This design comes from an exercise in tuning for small area, a short achievable clock period and few clock cycles per item on the open sky130 flow, not from production work.
Where RTL was checked, it was by simulation tests only, not by an equivalence proof against the original.

Setup of lane 1:
// differential_temp_fan_stepper_core
module differential_temp_fan_stepper_core
(
    input  wire logic        clk,
    input  wire logic        rst_n,
    input  wire logic        sensor_valid,
    output logic             sensor_ready,
    input  wire logic [15:0] sensor_sample_a,
    input  wire logic [15:0] sensor_sample_b,
    output logic             status_valid,
    input  wire logic        status_ready,
    output logic [2:0]       status_fan_level,
    output logic             status_level_changed,
    output logic             status_compared,
    output logic [14:0]      status_average_difference,
    output logic             status_relay_low_cap,
    output logic             status_relay_high_cap,
    output logic             status_main_relay,
    input  wire logic        cfg_valid,
    output logic             cfg_ready,
    input  wire logic [3:0]  cfg_index,
    input  wire logic [15:0] cfg_data
);
Size in the first run: about 2100 cells after synthesis, about 380 flip-flops, ~83 I/O pins, roughly 0.022 mm2 of cells after synthesis.
==> flow/config.mk <==
export PLATFORM = sky130hd
export DESIGN_NAME = differential_temp_fan_stepper_core
export DESIGN_NICKNAME = differential_temp_fan_stepper_core
export VERILOG_FILES = /design/flow/design.v
export SDC_FILE = /design/flow/constraint.sdc
export NUM_CORES = 4
export LEC_CHECK = 0
export CAP_MARGIN = 20
export CORE_MARGIN = 2
export CORE_UTILIZATION = 40
export SETUP_SLACK_MARGIN = 3
export SLEW_MARGIN = 20
==> flow/constraint.sdc <==
create_clock -name core_clock -period 8.0 [get_ports {clk}]
set_input_delay 1.6000 -clock core_clock [delete_from_list [all_inputs] [get_ports {clk}]]
set_output_delay 1.6000 -clock core_clock [all_outputs]
set_load 0.01 [all_outputs]
run.sh (not shown) runs the stock make flow with config.mk's settings and CLKGATE_MAP_FILE= SYNTH_SCRIPT=/design/flow/synth_recipe.tcl, a recipe that flattens the netlist after the stock synthesis.
Testbench counts of lane 1, summed over its fixed seeds: cycles 16,032, items 16,000.
> inputs changed (lane 1 -> lane 2)
- changing SETUP_SLACK_MARGIN from 3 to 5
## What came out
Compared with lane 1, lane 2 shows a higher setup slack of the critical path after layout.
Biggest cell delay along the critical path, lane 1 and lane 2: lower on lane 1
| number of cells after detailed placement | lane 2 vs lane 1 | ≈ equal |
Compared with lane 1, placement density in the core of lane 2 is higher.
Looking at global-route usage, lane 2 sits 1.6 points higher than lane 1 does.
Lane 1 -> lane 2: total non-filler cell area in the finished layout increased by more than 10%
Overall routed net length for lane 2: about 12% up relative to lane 1
diff inputs: lane 2 => lane 3
- SETUP_SLACK_MARGIN: 5 -> 4
--- outcome ---
Diff lane 2 -> lane 3 | post-route met1 wirelength | down by a few percent. Between lane 3 and lane 2, the difference in vias per cell is negligible. Against lane 2, lane 3 comes in 1.1 points lower on global-route usage. Most area-hungry cell class in the final design = multi-input gates: lane 2; most area-hungry cell class in the final design = registers: lane 3.

* * *

Another version of the RTL of differential_temp_fan_stepper_core (not shown whole).
Size in the first run: ~2300 cells after synthesis, about 390 flip-flops, ~83 I/O pins, ~0.023 mm2 of cells after synthesis.
export LEC_CHECK = 0
export ABC_CLOCK_PERIOD_IN_PS = 2500
export CAP_MARGIN = 20
export CORE_MARGIN = 2
export CORE_UTILIZATION = 40
export SETUP_SLACK_MARGIN = 5
export SLEW_MARGIN = 20
create_clock -name core_clock -period 8.0 [get_ports {clk}]
Next try:
- ABC_CLOCK_PERIOD_IN_PS: 2500 -> not set
The new run completed with no timing, DRC or antenna violations.
Final area does not change.
Worst hold slack is unchanged.
Setup slack is unchanged.
Clock skew does not change.
Count of clock-buffer cells in the layout stays the same.
Register-to-register slack barely changes.
Synthesized cell count does not change.
No functional check of the RTL was part of any run of this note.

* * *

differential_temp_fan_stepper_core, a different RTL version from the one above (not shown whole).
Size in the first run: ~2200 cells after synthesis, ~400 flip-flops, roughly 23000 um^2 of cells after synthesis.
clock: 8.0 ns
lec_check: 0
cap_margin: 20
core_margin: 2
core_utilization: 40
setup_slack_margin: 4
slew_margin: 20
synth_hierarchical: 1
Testbench counts at the start, summed over its fixed seeds: cycles 16,040, items 16,000.
Next try:
==> flow/flow/run.sh (new file) <==
#!/bin/bash
# Layout flow: the standard flow (standard.sh, synthesis to finish),
# unchanged except that buffer_ports builds the input and output port
# buffers from sky130_fd_sc_hd__buf_2 rather than the cell it picks itself.
# standard.sh's full output is kept in standard.log in this folder.
set -e
export BUFFER_PORTS_ARGS="-buffer_cell sky130_fd_sc_hd__buf_2"
bash standard.sh > standard.log 2>&1
==> flow/standard.sh (new file) <==
#!/bin/bash
# synth_recipe.tcl (not shown) runs the flow's synth.tcl, then flattens the netlist and writes it again
# the make line also repeats each setting of config.mk as NAME=value (left out here)
make -C /OpenROAD-flow-scripts/flow DESIGN_CONFIG=/design/flow/config.mk WORK_HOME=/design/flow/orfs CLKGATE_MAP_FILE= SYNTH_SCRIPT=/design/flow/synth_recipe.tcl "${@:-finish}"
Settings changed: ABC_AREA from default to 1, CTS_CLUSTER_DIAMETER from default to 120, CTS_CLUSTER_SIZE from default to 22, SETUP_SLACK_MARGIN 4 to 5.
removed: flow/run.sh
Synthesized area went down by 4.4%.
Routed wire length fell by 8.3%.
Utilization went down by 1.9 points.
Worst setup slack gains 1100 ps.
Synthesized cell count came out higher by 20%.
Next try:
==> flow/run.sh (new file) <==
#!/bin/bash
# synth_recipe.tcl (not shown) runs the flow's synth.tcl, then flattens the netlist and writes it again
# the make line also repeats each setting of config.mk as NAME=value (left out here)
make -C /OpenROAD-flow-scripts/flow DESIGN_CONFIG=/design/flow/config.mk WORK_HOME=/design/flow/orfs CLKGATE_MAP_FILE= SYNTH_SCRIPT=/design/flow/synth_recipe.tcl finish
Settings changed: CORE_UTILIZATION 40 to 55.
removed: flow/flow/run.sh
removed: flow/standard.sh
=>
- setup slack loses 58 ps
- routed wire length grows by 0.78%
- fmax drops by 2.0%
- final area grows by 0.88%
- sequential cell count does not change
- global-route usage grows by 6.3 points
- die area is lower by 27%
- non-clock buffer count came out higher by 7
Next try:
Settings changed: CORE_UTILIZATION 55 to 40, CTS_BUF_LIST from default to sky130_fd_sc_hd__clkbuf_8, CTS_CLUSTER_DIAMETER 120 to 100, CTS_CLUSTER_SIZE 22 to 16.
After rerunning: Final cell count goes up by 7.5%. Worst setup slack degrades by 130 ps.

==> afterwards: timing with drivers on the ports <==
The results above use ideal ports. As a check the final layouts listed here were re-extracted and re-timed, cells and wires unchanged. Step 1 sets driving cells, clkbuf_16 on the clock port and buf_2 on the other inputs (assumed; they add their load-dependent delay and slew). Step 2 moves the port delays by t, midway between the first and last clock arrival at a register: inputs arrive t later, outputs are due t later. That takes back most of the time a late clock gives input paths. Slacks: ideal / step 1 / step 2; pairs: ideal / step 1.
run | t (ns) | slack for setup (ns) | cell pins on the clock port's net
lane 1 | 0.611 | 3.223 / 3.223 / 3.223 | 1
lane 2 | 0.633 | 3.704 / 3.704 / 3.704 | 1
lane 3 | 0.616 | 3.641 / 3.641 / 3.605 | 1
the first run of note 2 | 0.634 | 3.159 / 3.159 / 3.159 | 1
the second run of note 2 | 0.634 | 3.159 / 3.159 / 3.159 | 1
the first run of note 3 | 0.621 | 4.024 / 4.024 / 3.679 | 1
the second run of note 3 | 0.601 | 5.166 / 5.175 / 4.597 | 1
the third run of note 3 | 0.607 | 5.107 / 5.056 / 4.530 | 1
the fourth run of note 3 | 0.688 | 4.980 / 5.002 / 4.314 | 1
After both steps every run listed still meets setup and hold. The setup slack of the fourth run of note 3, which loses most, moves by +0.022 ns with the drivers and by -0.666 ns with both steps.
